Source: an optimization exercise on an open RTL-to-GDS flow (aim: small area and few clock cycles per item). Production flows keep margins and buffers that such runs may drop. Function was checked by simulation only, so behaviour that the tests miss may differ from the original.

## flow/design.v (module list and top-level ports; edited modules follow where they fit)
// module fir_mac: 19 lines
// module fir_serial_mac: 6714 lines
// module fir_fa: 4 lines
// module fir_ha: 4 lines
module fir_serial_mac #(
  parameter int DATA_WIDTH = 16,
  parameter int COEF_WIDTH = 16,
  parameter int TAPS       = 9,
  parameter int OUT_WIDTH  = 16,
  parameter int SHIFT      = 15
) (
  input  logic                         clk,
  input  logic                         reset,
  input  logic                         coef_wr,
  input  logic [$clog2(TAPS)-1:0]      coef_addr,
  input  logic signed [COEF_WIDTH-1:0] coef_data,
  input  logic                         in_valid,
  input  logic signed [DATA_WIDTH-1:0] in_data,
  output logic                         in_ready,
  output logic                         out_valid,
  output logic signed [OUT_WIDTH-1:0]  out_data,
  output logic                         out_sat,
  input  logic                         out_ready,
  output logic                         busy
);
  // ...
==> flow/run.sh <==
#!/bin/bash
# synth_recipe.tcl (not shown) runs the flow's synth.tcl, then flattens the netlist and writes it again
# the make line also repeats each setting of config.mk as NAME=value (left out here)
make -C /OpenROAD-flow-scripts/flow DESIGN_CONFIG=/design/flow/config.mk WORK_HOME=/design/flow/orfs CLKGATE_MAP_FILE= SYNTH_SCRIPT=/design/flow/synth_recipe.tcl finish
==> flow/config.mk <==
export PLATFORM = sky130hd
export DESIGN_NAME = fir_serial_mac
export DESIGN_NICKNAME = fir_serial_mac
export VERILOG_FILES = /design/flow/design.v
export SDC_FILE = /design/flow/constraint.sdc
export NUM_CORES = 4
export LEC_CHECK = 0
export ABC_AREA = 1
export CAP_MARGIN = 10
export CORE_MARGIN = 2
export CORE_UTILIZATION = 55
export CTS_BUF_LIST = sky130_fd_sc_hd__clkbuf_4 sky130_fd_sc_hd__clkbuf_8
export CTS_CLUSTER_DIAMETER = 50
export CTS_CLUSTER_SIZE = 10
export GPL_TIMING_DRIVEN = 0
export SLEW_MARGIN = 10
export SYNTH_HIERARCHICAL = 1
export SYNTH_MINIMUM_KEEP_SIZE = 0
==> flow/constraint.sdc <==
create_clock -name core_clock -period 10.0 [get_ports {clk}]
set_input_delay 2.0000 -clock core_clock [delete_from_list [all_inputs] [get_ports {clk}]]
set_output_delay 2.0000 -clock core_clock [all_outputs]
set_load 0.01 [all_outputs]
==> run summary, run 1 <==
status no timing/DRC/antenna violations; synth unique cells between 40 and 50; Post-Route WL 307.6 mm; aggregate global-route resource usage a little under three fifths; Area growth syn-to-layout 7.608%; placed cells roughly 7400; GPL Wtd Cong approximately 1.2; Top Registers c x144, x x144, out_data x16; first-pass GRT wire length about 420 mm; end point of the critical path out_data[11]; Root Driver clkbuf_8; Final Max Slew Viols 0; Rel. slew slack 13.12%; Syn Area/Cell slightly below 10 sq um; Yosys warning total 7; Layout non-clock buf frac slightly below 5%; largest net degree at the start of global routing 20; CTS Hold Bufs 0; CTS resizes 0; Post-Route Skew 34.49 ps; Die Span X about 330 microns; final core utilization between 50% and 60%; Non-clk bufs approximately 580; main combinational cell family by area after synthesis adder cells; Mapped Cells between 5000 and 6000; highest metal used met5; commonest non-fill, non-tap cell in the layout fa_1; count leader, synth fa_1; layout cells sized above 1 4.969%; PortBufs just under 60; met2 wire length about 120 mm; R2R setup slack between 300 and 400 ps; clock network area share roughly 2%; Reg area 7757 sq um; Detailed Routing Iterations Pass 1 9; Synth area leader fa_1; multi-input logic portion of the cell area 75.73%; period utilization 96.10%; top cells by area, synth fa_1 42%, xor2_1 17%, o22ai_1 11%
Testbench counts, summed over its fixed seeds: cycles 2,064, items 2,048.
==> run 2: changes to the inputs <==
--- a/flow/config.mk
+++ b/flow/config.mk
@@ -12,4 +12,2 @@
 export CTS_BUF_LIST = sky130_fd_sc_hd__clkbuf_4 sky130_fd_sc_hd__clkbuf_8
-export CTS_CLUSTER_DIAMETER = 50
-export CTS_CLUSTER_SIZE = 10
 export GPL_TIMING_DRIVEN = 0
==> run 2 against run 1 <==
  * Global-route usage grew 0.13 points
  * Count of clock-buffer cells in the layout grew 15
  * Critical endpoint unchanged
  * Still clean on timing, DRC and antenna
  * Critical path type unchanged
  * Clock skew grew 0.56 ps
  * Utilization grew 0.12 points
  * Sequential share of layout area is essentially flat
  * Worst hold slack is essentially flat
  * Maximum frequency shrank 0.56%
  * First-iteration DRC count shrank 1.6%
==> run summary, run 2 <==
Post-DRT Antenna Nets 0; Final Worst Setup Slack ~340 ps; Worst-Skew Late Latency between 700 and 800 ps; Die Span X 332.2 microns (unchanged); Area growth syn-to-layout 7.824%; count leader, synth fa_1; Fmax between 0.1 and 0.15 GHz; Detailed Routing Iterations Pass 1 8 (-1); layout cells sized above 1 4.970% (about the same); critical path arrival approximately 10000 ps; Reg clk slew, reported paths approximately 70 ps; Primary FF master, synth edfxtp_1; R2R setup slack 340 ps (-50 ps); EDFF count, synth 161; Final Hold Viols 0; crit-path max FO 10; Worst R2R Start x[143]; Rel. slew slack 10.55% (-2.6 points); grt ovf 0; Top Registers c x144, x x144, out_data x16; wire per inst 40.58 microns; Layout Nets about 7400; Synth Register Bits 307; Final Max Slew Viols 0 (unchanged); max cap viols 0; CP max stage cell fa_1; worst min path class register to register; Mapped Area approximately 59000 sq um; CP Capture Type register; DRT iter0 DRCs 9481; asr flop ratio synth 0%; hold path depth 2; full die area roughly 110000 sq um; Mapped Cells 5957 (unchanged); worst setup path class register to register; row count between 100 and 150; commonest cells after routing, fill and taps aside 1232 x fa_1, 1153 x xor2_1, 1071 x o22ai_1, 603 x nand2_1, 374 x inv_1; worst reg2reg path depth 31; first-pass GRT wire length 416.5 mm (+0.34%); final worst path period need around 9700 ps; CTS Hold Bufs 0 (unchanged); via count about 54000; startpoint types register; final setup fails 0; GPL Wtd Cong 1.190 (unchanged); CTS buffer count 60; aggregate global-route resource usage 55.40% (+0.13 points); hpwl dp 263.2 mm; Seq/Total Area, Yosys about an eighth; Synth area leader fa_1; # IOs 61; initial antenna violation count 30; PortBufs 59 (unchanged); most used cell, CP fa_1; Yosys warning total 7 (unchanged); total negative slack 0 ps; H-tree depth 2; period utilization 96.64% (+0.54 points); Root Driver clkbuf_8; area share of the largest cell type after synthesis 41.63%; Tightest Pin Transition 1342 ps; CTS resizes 0 (unchanged); vias in the first global route 51700; worst slack, placed slightly above 800 ps; most frequent cells after synthesis 1232 x fa_1, 1153 x xor2_1, 1071 x o22ai_1; CTS tree built; # DRC 0; synth unique cells 42 (unchanged); Setup crit start x[143]; Initial Util between 50 and 60%; CP max stage delay a little under 700 ps; Max Buffers Root-to-Sink 3; Post-Route WL 308.2 mm (+0.17%); final core utilization 59.76% (+0.12 points); reg2reg end out_data[11]; top cells by area, synth fa_1 42%, xor2_1 17%, o22ai_1 11%; Post-Route Skew 35.04 ps (+0.5570 ps); RSZ-0062 raised after global routing no; DR vias/cell just over 7; Syn Area/Cell 9.947 sq um (unchanged); Core Region approximately 110000 sq um; largest net degree at the start of global routing 20 (unchanged); critical path required time between 10000 and 15000 ps; # clock sinks 307; Die H between 300 and 400 microns; status no timing/DRC/antenna violations; commonest non-fill, non-tap cell in the layout fa_1; end point of the critical path out_data[11]; Post-CTS Setup Repair Bufs 0
run 2: changes by cell type in the layout (fill, tap and decap cells not counted), moves of 4 or more:
| cell | change |
|---|---|
| inv_6 | -10 |
| clkbuf_8 | +8 |
| clkinv_4 | -9 |
| bufinv_16 | +5 |
| clkbuf_4 | +7 |
| diode_2 | -4 |
run 2: logic make-up after synthesis:
family / Yosys count / share of synthesized area, %
AOI/OAI and AO/OA: 1497 / 15.68
xor gates and xnor gates: 1156 / 17.09
adders and majority gates: 1290 / 42.85
buffers and inverters: 870 / 5.750
DFF: 307 / 13.09
other: 1 / 0.006329
and+or+nand+nor: 836 / 5.533
run 2: area by class of cell:
class                           instances  area, sq um
Clock buffer                           87         1097
Timing Repair Buffer                   83         1155
Antenna cell                           34        85.08
Inverter                              377         1415
Sequential cell                       307         7757
Multi-Input combinational cell       4783        48290
Buffer                                493         1996
Fill cell                            9402        43020
Clock inverter                         27        336.6
Tap cell                             1403         1755
run 2: routing by layer:
layer	track usage, %	vias up	share of wire [%]
li1	-	20560	-
met3	24.51	1194	17
met5	1.607	-	0.15
met2	74.16	5211	39
met1	67.50	26810	33
met4	47.96	20	11
run 2: per-stage QoR:
stage	hold WS [ps]	std cells	area [sq um]
detailed placement	495.9	7446	62370
CTS	511.4	7560	63800
global placement	469.3	7422	61610
floorplan	445.4	5960	59260
finish	517.5	7594	63890
global route	534.6	7578	63850
run 2: worst min path at each step:
| stage | from | to |
|---|---|---|
| after global routing | x[136] | x[136] |
| final | x[10] | x[26] |
| after detailed placement | x[134] | x[134] |
| after floorplan | s1 | ov |
| after global placement | s1 | ov |
| after CTS | x[134] | x[134] |
run 2: Yosys stat by module, one instance, submodules excluded:
module / flops+latches / cell area, sq um
fir_ha: 0 / 12.51
fir_fa: 0 / 20.02
fir_serial_mac: 307 / 34280
run 2: critical path: cells and delay by family (launching register included):
| family | cells | cell delay, ps |
|---|---|---|
| AO/OA/AOI/OAI | 4 | 1090 |
| XOR/XNOR | 1 | 540 |
| adder cells (fa/ha/maj) | 10 | 5000 |
| buffers and inverters | 6 | 1370 |
| flip-flops | 1 | 580 |
| AND/OR/NAND/NOR | 10 | 790 |
==> run 3: changes to the inputs <==
==> flow/flow/run.sh (new file) <==
#!/bin/bash
# The standard layout (the standard.sh: standard synthesis, then ORFS to finish), except that
# - floorplan removes the buffers ABC inserted during synthesis (REMOVE_ABC_BUFFERS=1) instead of
#   running timing repair on them; placement's repair_design re-buffers only the nets that need it;
# - every input and output port still gets its own buffer, but a sky130_fd_sc_hd__buf_1 instead
#   of the delay buffer buffer_ports picks by default;
# - after global routing, cells on paths with positive slack are downsized (RECOVER_POWER=100).
# Each ORFS step keeps its own log under orfs/logs/; make's own output goes to make.log.
set -euo pipefail
bash standard.sh REMOVE_ABC_BUFFERS=1 "BUFFER_PORTS_ARGS=-buffer_cell sky130_fd_sc_hd__buf_1" RECOVER_POWER=100 finish > make.log 2>&1
==> flow/standard.sh (new file) <==
#!/bin/bash
# synth_recipe.tcl (not shown) runs the flow's synth.tcl, then flattens the netlist and writes it again
# the make line also repeats each setting of config.mk as NAME=value (left out here)
make -C /OpenROAD-flow-scripts/flow DESIGN_CONFIG=/design/flow/config.mk WORK_HOME=/design/flow/orfs CLKGATE_MAP_FILE= SYNTH_SCRIPT=/design/flow/synth_recipe.tcl "${@:-finish}"
--- a/flow/config.mk
+++ b/flow/config.mk
@@ -12,3 +12,6 @@
 export CTS_BUF_LIST = sky130_fd_sc_hd__clkbuf_4 sky130_fd_sc_hd__clkbuf_8
+export CTS_CLUSTER_DIAMETER = 50
+export CTS_CLUSTER_SIZE = 10
 export GPL_TIMING_DRIVEN = 0
+export SETUP_SLACK_MARGIN = 0.2
 export SLEW_MARGIN = 10
removed: flow/run.sh
==> run 3 against run 2 <==
  * Now fails the layout checks on max-capacitance violations, max-slew violations
  * Critical path depth is 3 lower
  * First-iteration DRC count is 5.7% lower
  * Design area is 3.3% lower
  * Utilization is 2.0 points lower
  * Global-route usage is 1.2 points lower
  * Via count is 4.3% lower
  * Die area stayed put
  * Worst setup slack worse by 57 ps
  * Sequential share of layout area is 0.62 points higher
  * Synthesized area stayed put
  * Count of clock-buffer cells in the layout is 15 lower
  * Worst hold slack worse by 51 ps
  * Critical endpoint is now out_data[14]
==> run summary, run 3 <==
worst setup path class register to register; # clock sinks 307 (unchanged); Root Driver clkbuf_8; worst slack, placed -73.18 ps (-902.9 ps); area share of the largest cell type after synthesis 41.63% (unchanged); Worst-Skew Late Latency 780 ps (about the same); asr flop ratio synth 0% (unchanged); first-pass GRT wire length 410.4 mm (-1.4%); PortBufs 60 (+1.7%); Detailed Routing Iterations Pass 1 7 (-1); H-tree depth 2 (unchanged); CP max stage cell dfxtp_2; final worst path period need 9721 ps (+57.13 ps); CTS Hold Bufs 0 (unchanged); most used cell, CP fa_1; final setup fails 0 (unchanged); # IOs 61 (unchanged); Primary FF master, synth edfxtp_1; count leader, synth fa_1; Top Registers c x144, x x144, out_data x16; grt ovf 0 (unchanged); Layout Nets 6981 (-6.1%); Final Worst Setup Slack 278.6 ps (-57.13 ps); worst reg2reg path depth 28 (-9.7%); Seq/Total Area, Yosys 13.09% (unchanged); status failed layout checks; Synth area leader fa_1; Yosys warning total 7 (unchanged); max cap viols 19 (+19); critical path required time 10510 ps (-20 ps); Syn Area/Cell 9.947 sq um (unchanged); Post-Route WL 299.1 mm (-2.9%); CP max stage delay 950 ps (+270 ps); Reg clk slew, reported paths 80 ps (about the same); Die Span X 332.2 microns (unchanged); Rel. slew slack -109.2% (-120 points); Tightest Pin Transition 3137 ps (+1796 ps); # DRC 0 (unchanged); Core Region 106900 sq um (unchanged); Fmax 0.1029 GHz (-0.59%); top cells by area, synth fa_1 42%, xor2_1 17%, o22ai_1 11%; Final Max Slew Viols 225 (+225); commonest non-fill, non-tap cell in the layout fa_1; CTS tree built; startpoint types register; RSZ-0062 raised after global routing no; CTS buffer count 57 (-5.0%); via count 51500 (-4.3%); full die area 110400 sq um (unchanged); hpwl dp 236.1 mm (-10%); layout cells sized above 1 5.475% (+0.50 points); worst min path class register to register; Post-CTS Setup Repair Bufs 0 (unchanged); DR vias/cell 7.226 (+2.0%); Area growth syn-to-layout 4.244%; period utilization 97.21% (+0.57 points); initial antenna violation count 20 (-33%); Max Buffers Root-to-Sink 3 (unchanged); row count 120 (unchanged); commonest cells after routing, fill and taps aside 1232 x fa_1, 1153 x xor2_1, 1071 x o22ai_1, 607 x nand2_1, 372 x inv_1; Post-DRT Antenna Nets 0 (unchanged); Initial Util 55.43% (unchanged); wire per inst 41.97 microns (+3.4%); synth unique cells 42 (unchanged); CP Capture Type register; Mapped Area 59250 sq um (unchanged); Synth Register Bits 307 (unchanged); aggregate global-route resource usage 54.18% (-1.2 points); GPL Wtd Cong 1.108 (-6.9%); EDFF count, synth 161 (unchanged); critical path arrival 10230 ps (+40 ps); SO Faults max-capacitance violations, max-slew violations; Post-Route Skew 49.97 ps (+14.93 ps); Die H 332.2 microns (unchanged); hold slack 466.2 ps (-51.26 ps); filler cell count 9388 (-0.15%); vias in the first global route 50610 (-2.1%); DRT iter0 DRCs 8937 (-5.7%); Mapped Cells 5957 (unchanged); crit-path max FO 23 (+13); largest net degree at the start of global routing 47 (+140%); most frequent cells after synthesis 1232 x fa_1, 1153 x xor2_1, 1071 x o22ai_1; Final Instance Area 61770 sq um (-3.3%); DP Area 60830 sq um (-2.5%); Final Hold Viols 0 (unchanged); hold path depth 2 (unchanged)
==> run 3: area by class of cell <==
cell class              instances  area, sq um  area share [%]
repair buffers                124        943.4           1.527
clock buffers                  72        922.1           1.493
well taps                    1403         1755           2.842
flip-flops and latches        307         7880           12.76
diodes                         25        62.56          0.1013
multi-input cells            4783        48360           78.29
inverters                     377         1421           2.301
clock inverters                36        426.7          0.6908
==> run 3: cells by family (layout without fill, tap and decap cells) <==
kind of cell | count (synthesis) | after routing | synth area share, %
flops | 307 | 307 | 13.09
xor+xnor | 1156 | 1156 | 17.09
buf+inv | 870 | 609 | 5.750
simple gates | 836 | 836 | 5.533
other cells | 1 | 29 | 0.006329
compound gates | 1497 | 1497 | 15.68
fa+ha+maj | 1290 | 1290 | 42.85
==> run 3: through the flow <==
stage / setup TNS (ps) / utilization, % / cells
floorplan: -286340 / - / 5467
global placement: -2660900 / 55.43 / 6930
detailed placement: -131.0 / 56.90 / 6993
CTS: 0 / 58.20 / 7101
global route: 0 / 57.75 / 7114
finish: 0 / 57.78 / 7127
==> run 3: critical path: cells and delay by family (launching register included) <==
family	cells	cell delay, ps
adder cells (fa/ha/maj)	10	5280
AO/OA/AOI/OAI	4	1530
AND/OR/NAND/NOR	11	1170
flip-flops	1	950
buffers and inverters	2	290
XOR/XNOR	1	220
==> run 3: repair_timing <==
item	4_1_cts	5_1_grt
endpoints found under the setup margin	16	16
pin swaps	0	0
endpoints found under the hold margin	0	0
gates cloned	0	0
gates resized for setup	14	40
==> run 3: worst paths after layout <==
check | endpoint | slack (ps) | from
max | out_data[14] | 280 | x[71]
min | ov | 470 | s1
max reg2reg | out_data[14] | 280 | x[71]
min reg2reg | ov | 470 | s1
==> run 3: modules after synthesis, one instance, submodules excluded <==
module / flip-flops and latches / cells / area, sq um
fir_fa: 0 / 1 / 20.02
fir_ha: 0 / 1 / 12.51
fir_serial_mac: 307 / 4700 / 34280
==> run 3: layer usage <==
metal	global-route usage (%)	part of all wire [%]	vias to the layer above
li1	-	-	19600
met1	66.07	34	26010
met2	72.54	39	4741
met3	25.88	16	1133
met4	43.48	11	20
met5	1.780	0.26	-
==> run 4: changes to the inputs <==
==> flow/flow/run.sh (replaced) <==
#!/bin/bash
# The standard layout (the standard.sh: standard synthesis, then ORFS to finish), except that
# - floorplan removes the buffers ABC inserted during synthesis (REMOVE_ABC_BUFFERS=1) instead of
#   running timing repair on them; placement's repair_design re-buffers only the nets that need it;
# - every input and output port still gets its own buffer, but a sky130_fd_sc_hd__buf_1 instead
#   of the delay buffer buffer_ports picks by default.
# Each ORFS step keeps its own log under orfs/logs/; make's own output goes to make.log.
set -euo pipefail
bash standard.sh REMOVE_ABC_BUFFERS=1 "BUFFER_PORTS_ARGS=-buffer_cell sky130_fd_sc_hd__buf_1" finish > make.log 2>&1
==> run 4 against run 3 <==
  * The run now finishes clean
  * Critical path type unchanged
  * Critical path depth stayed put
  * Via count is 0.17% lower
  * Design area is 1.1% higher
  * Wire length hardly changed
  * Synthesized cell count stayed put
  * Cell count hardly changed
  * Utilization is 0.65 points higher
  * Worst setup slack better by 110 ps
  * Register-to-register slack better by 110 ps
  * Critical endpoint unchanged
==> run summary, run 4 <==
worst min path class register to register; Fmax 0.1040 GHz (+1.2%); Die H 332.2 microns (unchanged); Final Max Slew Viols 0 (-100%); synth unique cells 42 (unchanged); XOR/XNOR Fraction of Synth Area 17.09% (unchanged); Initial Util 55.43% (unchanged); met1 GRT Util 66.07% (unchanged); Post-Route WL 299.1 mm (about the same); Final Instance Area 62460 sq um (+1.1%); Rel. slew slack 10.61% (+120 points); crit-path max FO 23 (unchanged); CP Capture Type register; met2 global-route usage 72.54% (unchanged); final worst path period need 9611 ps (-110.6 ps); count leader, synth fa_1; status no timing/DRC/antenna violations; Post-DRT Antenna Nets 0 (unchanged); asr flop ratio synth 0% (unchanged); top cells by area, synth fa_1 42%, xor2_1 17%, o22ai_1 11%; CP max stage cell dfxtp_2; initial antenna violation count 20 (unchanged); Mapped Area 59250 sq um (unchanged); # DRC 0 (unchanged); Root Driver clkbuf_8; gr busiest metal met2; worst slack, placed -73.18 ps (unchanged); period utilization 96.11% (-1.1 points); CTS tree built; Area growth syn-to-layout 5.412%; most used cell, CP fa_1; commonest cells after routing, fill and taps aside 1232 x fa_1, 1153 x xor2_1, 1071 x o22ai_1, 599 x nand2_1, 372 x inv_1; Core Region 106900 sq um (unchanged); post-synthesis simple-gate area fraction 5.533% (unchanged); main combinational cell family by area after synthesis adder cells; row count 120 (unchanged); Detailed Routing Iterations Pass 1 7 (unchanged); commonest non-fill, non-tap cell in the layout fa_1; CP max stage delay 940 ps (about the same); CTS Hold Bufs 0 (unchanged); Mapped Cells 5957 (unchanged); Yosys warning total 7 (unchanged); Synth area leader fa_1; Syn Area/Cell 9.947 sq um (unchanged); grt ovf 0 (unchanged); largest net degree at the start of global routing 47 (unchanged); # clock sinks 307 (unchanged); Post-Route Skew 50.28 ps (+0.3129 ps); mux cell area share after synthesis 0% (unchanged); # IOs 61 (unchanged); layout cells sized above 1 6.563% (+1.1 points); Worst-Skew Late Latency 790 ps (about the same); area share of the largest cell type after synthesis 41.63% (unchanged); aggregate global-route resource usage 54.18% (unchanged); Layout Nets 6981 (unchanged); via count 51410 (-0.17%); hpwl dp 236.1 mm (unchanged); hold slack 466.9 ps (+0.6610 ps); full die area 110400 sq um (unchanged); Die Span X 332.2 microns (unchanged); Max Buffers Root-to-Sink 3 (unchanged); critical path required time 10510 ps (about the same); PortBufs 60 (unchanged); worst setup path class register to register; Final Hold Viols 0 (unchanged); EDFF count, synth 161 (unchanged); Reg clk slew, reported paths 80 ps (about the same); Seq/Total Area, Yosys 13.09% (unchanged); RSZ-0062 raised after global routing no; startpoint types register; Compound-Gate Fraction of Synth Area 15.68% (unchanged); Primary FF master, synth edfxtp_1; final setup fails 0 (unchanged); Final Worst Setup Slack 389.2 ps (+110.6 ps); met3 Usage GRT 25.88% (unchanged); Synth Register Bits 307 (unchanged); first-pass GRT wire length 410.4 mm (unchanged); Top Registers c x144, x x144, out_data x16; critical path arrival 10120 ps (-110 ps); GPL Wtd Cong 1.108 (unchanged); wire per inst 41.95 microns (about the same); max cap viols 0 (-19); Synth Area in Adders 42.85% (unchanged); CTS buffer count 57 (unchanged); Tightest Pin Transition 1336 ps (-1801 ps); DRT iter0 DRCs 9052 (+1.3%); vias in the first global route 50610 (unchanged); H-tree depth 2 (unchanged); most frequent cells after synthesis 1232 x fa_1, 1153 x xor2_1, 1071 x o22ai_1; DR vias/cell 7.211 (-0.21%); DP Area 60830 sq um (unchanged)
==> run 4: cell families after synthesis <==
logic type | Yosys count
other | 1
AND/OR/NAND/NOR | 836
AO/OA/AOI/OAI | 1497
buffers and inverters | 870
adder cells (fa/ha/maj) | 1290
flip-flops | 307
XOR/XNOR | 1156
==> run 4: Yosys stat by module (local to each module, per instance) <==
module          cells  cell area (sq um)
fir_fa              1              20.02
fir_ha              1              12.51
fir_serial_mac   4700              34280
==> run 4: worst max-delay path, delay by kind of cell, from the launching register on <==
family / cells / cell delay [ps]
AO/OA/AOI/OAI: 4 / 1580
XOR/XNOR: 1 / 220
adder cells (fa/ha/maj): 10 / 5250
buffers and inverters: 2 / 300
flip-flops: 1 / 940
AND/OR/NAND/NOR: 11 / 1050
==> run 4: layout make-up <==
| class | instances | area [sq um] |
|---|---|---|
| antenna | 28 | 70.07 |
| clock buffer | 72 | 922.1 |
| clock inverter | 36 | 426.7 |
| fill | 9275 | 44440 |
| inverter | 377 | 1421 |
| multi-input combinational | 4783 | 48530 |
| sequential | 307 | 7880 |
| tap | 1403 | 1755 |
| timing repair buffer | 124 | 1451 |
==> run 4: repair_timing <==
| action | CTS | global route |
|---|---|---|
| setup endpoints to repair | 16 | 16 |
| setup buffers | 0 | 0 |
| resized for setup | 14 | 40 |
==> run 4: final timing paths <==
check / startpoint / end / slack [ps] / cells after the start
max: x[71] / out_data[14] / 390 / 28
min: s1 / ov / 470 / 2
max reg2reg: x[71] / out_data[14] / 390 / 28
min reg2reg: s1 / ov / 470 / 2
==> run 4: routing by layer <==
metal | vias up | wire length (microns)
li1 | 19620 | -
met1 | 25870 | 100800
met2 | 4823 | 116300
met3 | 1087 | 49340
met4 | 17 | 32070
met5 | - | 548
==> run 4: metrics by stage <==
step | util, % | cells | setup TNS [ps]
after floorplan | - | 5467 | -286340
after global placement | 55.43 | 6930 | -2660900
after detailed placement | 56.90 | 6993 | -131.0
after CTS | 58.20 | 7101 | 0
after global routing | 58.37 | 7108 | 0
final | 58.43 | 7130 | 0
==> run 5: changes to the inputs <==
--- a/flow/config.mk
+++ b/flow/config.mk
@@ -10,3 +10,3 @@
 export CORE_MARGIN = 2
-export CORE_UTILIZATION = 55
+export CORE_UTILIZATION = 65
 export CTS_BUF_LIST = sky130_fd_sc_hd__clkbuf_4 sky130_fd_sc_hd__clkbuf_8
==> run 5 against run 4 <==
  * Still clean on timing, DRC and antenna
  * Non-clock buffer count is 23 lower
  * Utilization grew 9.9 points
  * Die area decreased by 15%
  * Worst hold slack improved by 25 ps
  * Register-to-register slack lost 90 ps
  * Design area shrank 1.4%
  * Clock skew shrank 22 ps
  * Worst setup slack got worse by 93 ps
  * Wire length shrank 7.2%
==> run summary, run 5 <==
status no timing/DRC/antenna violations; met3 Usage GRT 32.57% (+6.7 points); # clock sinks 307 (unchanged); most frequent cells after synthesis 1232 x fa_1, 1153 x xor2_1, 1071 x o22ai_1; Top Registers c x144, x x144, out_data x16; CTS tree built; Yosys warning total 7 (unchanged); # DRC 0 (unchanged); Rel. slew slack 6.777% (-3.8 points); gr busiest metal met2; worst setup path class register to register; largest net degree at the start of global routing 49 (+4.3%); commonest cells after routing, fill and taps aside 1232 x fa_1, 1153 x xor2_1, 1071 x o22ai_1, 604 x nand2_1, 373 x inv_1; full die area 93590 sq um (-15%); Core Region 90150 sq um (-16%); Synth Register Bits 307 (unchanged); Syn Area/Cell 9.947 sq um (unchanged); count leader, synth fa_1; Mapped Area 59250 sq um (unchanged); Post-Route Skew 27.93 ps (-22.36 ps); synth unique cells 42 (unchanged); CP max stage cell fa_1; met2 global-route usage 77.53% (+5.0 points); Die Span X 305.9 microns (-7.9%); Synth area leader fa_1; Final Max Slew Viols 0 (unchanged); Die H 305.9 microns (-7.9%); commonest non-fill, non-tap cell in the layout fa_1; asr flop ratio synth 0% (unchanged); Root Driver clkbuf_8; Seq/Total Area, Yosys 13.09% (unchanged); crit-path max FO 23 (unchanged); Crit path buffers/inverters 2 (unchanged); vias in the first global route 50570 (-0.077%); aggregate global-route resource usage 59.79% (+5.6 points); via count 52550 (+2.2%); Layout Nets 6953 (-0.40%); Initial Util 65.73% (+10 points); initial antenna violation count 27 (+35%); final setup fails 0 (unchanged); layout cells sized above 1 5.771% (-0.79 points); period utilization 97.04% (+0.93 points); Mapped Cells 5957 (unchanged); first-pass GRT wire length 387.1 mm (-5.7%); CP max stage delay 940 ps (about the same); Area growth syn-to-layout 3.911%; CP Capture Type register; most used cell, CP fa_1; wire per inst 40.38 microns (-3.7%); area share of the largest cell type after synthesis 41.63% (unchanged); DR vias/cell 7.647 (+6.1%); PortBufs 60 (unchanged); Post-CTS Setup Repair Bufs 0 (unchanged); critical path required time 10550 ps (+40 ps); worst min path class register to register; row count 110 (-8.3%); Max Buffers Root-to-Sink 3 (unchanged); hpwl dp 214.6 mm (-9.1%); worst slack, placed 22.33 ps (+95.51 ps); DRT iter0 DRCs 10110 (+12%); grt ovf 0 (unchanged); met1 GRT Util 71.05% (+5.0 points); Fmax 0.1031 GHz (-0.96%); Reg clk slew, reported paths 70 ps (about the same); Final Hold Viols 0 (unchanged); H-tree depth 2 (unchanged); top cell family by delay on the critical path adder cells; # IOs 61 (unchanged); Detailed Routing Iterations Pass 1 7 (unchanged); CTS Hold Bufs 0 (unchanged); Post-Route WL 277.5 mm (-7.2%); critical path arrival 10260 ps (+140 ps); Final Worst Setup Slack 296.2 ps (-92.95 ps); GPL Wtd Cong 1.190 (+7.4%); EDFF count, synth 161 (unchanged); post-route insts no fill 6872 (-3.6%); startpoint types register; Primary FF master, synth edfxtp_1; RSZ-0062 raised after global routing no; top cells by area, synth fa_1 42%, xor2_1 17%, o22ai_1 11%; placed cells 6740 (-3.6%); CTS buffer count 52 (-8.8%); final worst path period need 9704 ps (+92.95 ps); max cap viols 0 (unchanged); Worst-Skew Late Latency 800 ps (about the same); CTS resizes 17 (+3); Post-DRT Antenna Nets 0 (unchanged); Tightest Pin Transition 1389 ps (+52.64 ps); R2R setup slack 300 ps (-90 ps)
## run 5: cell types whose count changed in the layout (fill, tap and decap cells not counted), sizes merged
| cell | before | now |
|---|---|---|
| inv | 394 | 393 |
| buf | 124 | 101 |
| clkinv | 8 | 10 |
| diode | 28 | 30 |
| bufinv | 6 | 2 |
| clkbuf | 72 | 68 |
| clkinvlp | 5 | 2 |
## run 5: per-module statistics from Yosys, one instance, submodules excluded
module | times used | cells | flops+latches | cell area (sq um)
fir_serial_mac | 1 | 4700 | 307 | 34280
fir_ha | 25 | 1 | 0 | 12.51
fir_fa | 1232 | 1 | 0 | 20.02
## run 5: final timing paths
kind | from | to | cells past startpoint
max | x[13] | out_data[5] | 28
min | s1 | ov | 2
max reg2reg | x[13] | out_data[5] | 28
min reg2reg | s1 | ov | 2
## run 5: layout make-up
cell class | instances | area [sq um]
multi-input combinational | 4783 | 48570
fill | 7035 | 28580
sequential | 307 | 7860
tap | 1176 | 1471
inverter | 377 | 1418
timing repair buffer | 101 | 1052
clock buffer | 68 | 842.1
clock inverter | 30 | 282.8
antenna | 30 | 75.07
## run 5: stage by stage
| stage | instance area (sq um) | hold slack (ps) | setup TNS, ps | utilization (%) |
|---|---|---|---|---|
| after floorplan | 57270 | 439.3 | -286340 | - |
| after global placement | 58970 | 453.9 | -2384250 | 65.41 |
| after detailed placement | 60070 | 470.5 | 0 | 66.64 |
| after CTS | 61240 | 483.2 | 0 | 67.93 |
| after global routing | 61510 | 525.5 | 0 | 68.24 |
| final | 61570 | 492.2 | 0 | 68.30 |
## run 5: kinds of logic (layout without fill, tap and decap cells)
kind of cell,after synthesis,count (layout),share of synthesized area (%)
adders and majority gates,1290,1290,42.85
AOI/OAI and AO/OA,1497,1497,15.68
DFF,307,307,13.09
buffers and inverters,870,576,5.750
other,1,34,0.006329
and+or+nand+nor,836,836,5.533
xor gates and xnor gates,1156,1156,17.09
## run 5: worst min-delay path, stage by stage (launching register included)
cell	delay, ps
dfxtp_1	320
inv_1	70
a21oi_1	60
## run 5: per-layer routing
layer	up-vias	part of all wire, %
met5	-	0.18
met4	38	12
met3	1510	19
met2	5561	38
met1	25910	31
li1	19540	-

==> afterwards: timing with drivers on the ports <==
The results above use ideal ports. As a check the final layouts listed here were re-extracted and re-timed, cells and wires unchanged. Step 1 assumes that a clkbuf_16 drives the clock port and a buf_2 every other input. Step 2 times the ports against the registers' clock, not the clock port: input delays grow and output delays shrink by t, the midpoint of the rising clock arrivals with the driver on. a / b / c = no drivers / after step 1 / after step 2; a / b = the first two.
run | shift t [ns] | slack for setup (ns) | worst hold slack (ns) | clock arrival spread, ns
run 1 | 0.865 | 0.390 / 0.390 / 0.390 | 0.518 / 0.518 / 0.518 | 0.041 / 0.041
run 2 | 0.863 | 0.336 / 0.336 / 0.336 | 0.517 / 0.517 / 0.517 | 0.043 / 0.043
run 3 | 0.836 | 0.279 / 0.279 / -0.353 | 0.466 / 0.466 / 0.466 | 0.065 / 0.065
run 4 | 0.839 | 0.389 / 0.389 / 0.389 | 0.467 / 0.467 / 0.467 | 0.065 / 0.065
run 5 | 0.860 | 0.296 / 0.296 / 0.296 | 0.492 / 0.492 / 0.492 | 0.028 / 0.028
The setup slack of run 3, which loses most, moves by 0.000 ns with the drivers and by -0.632 ns with both steps.
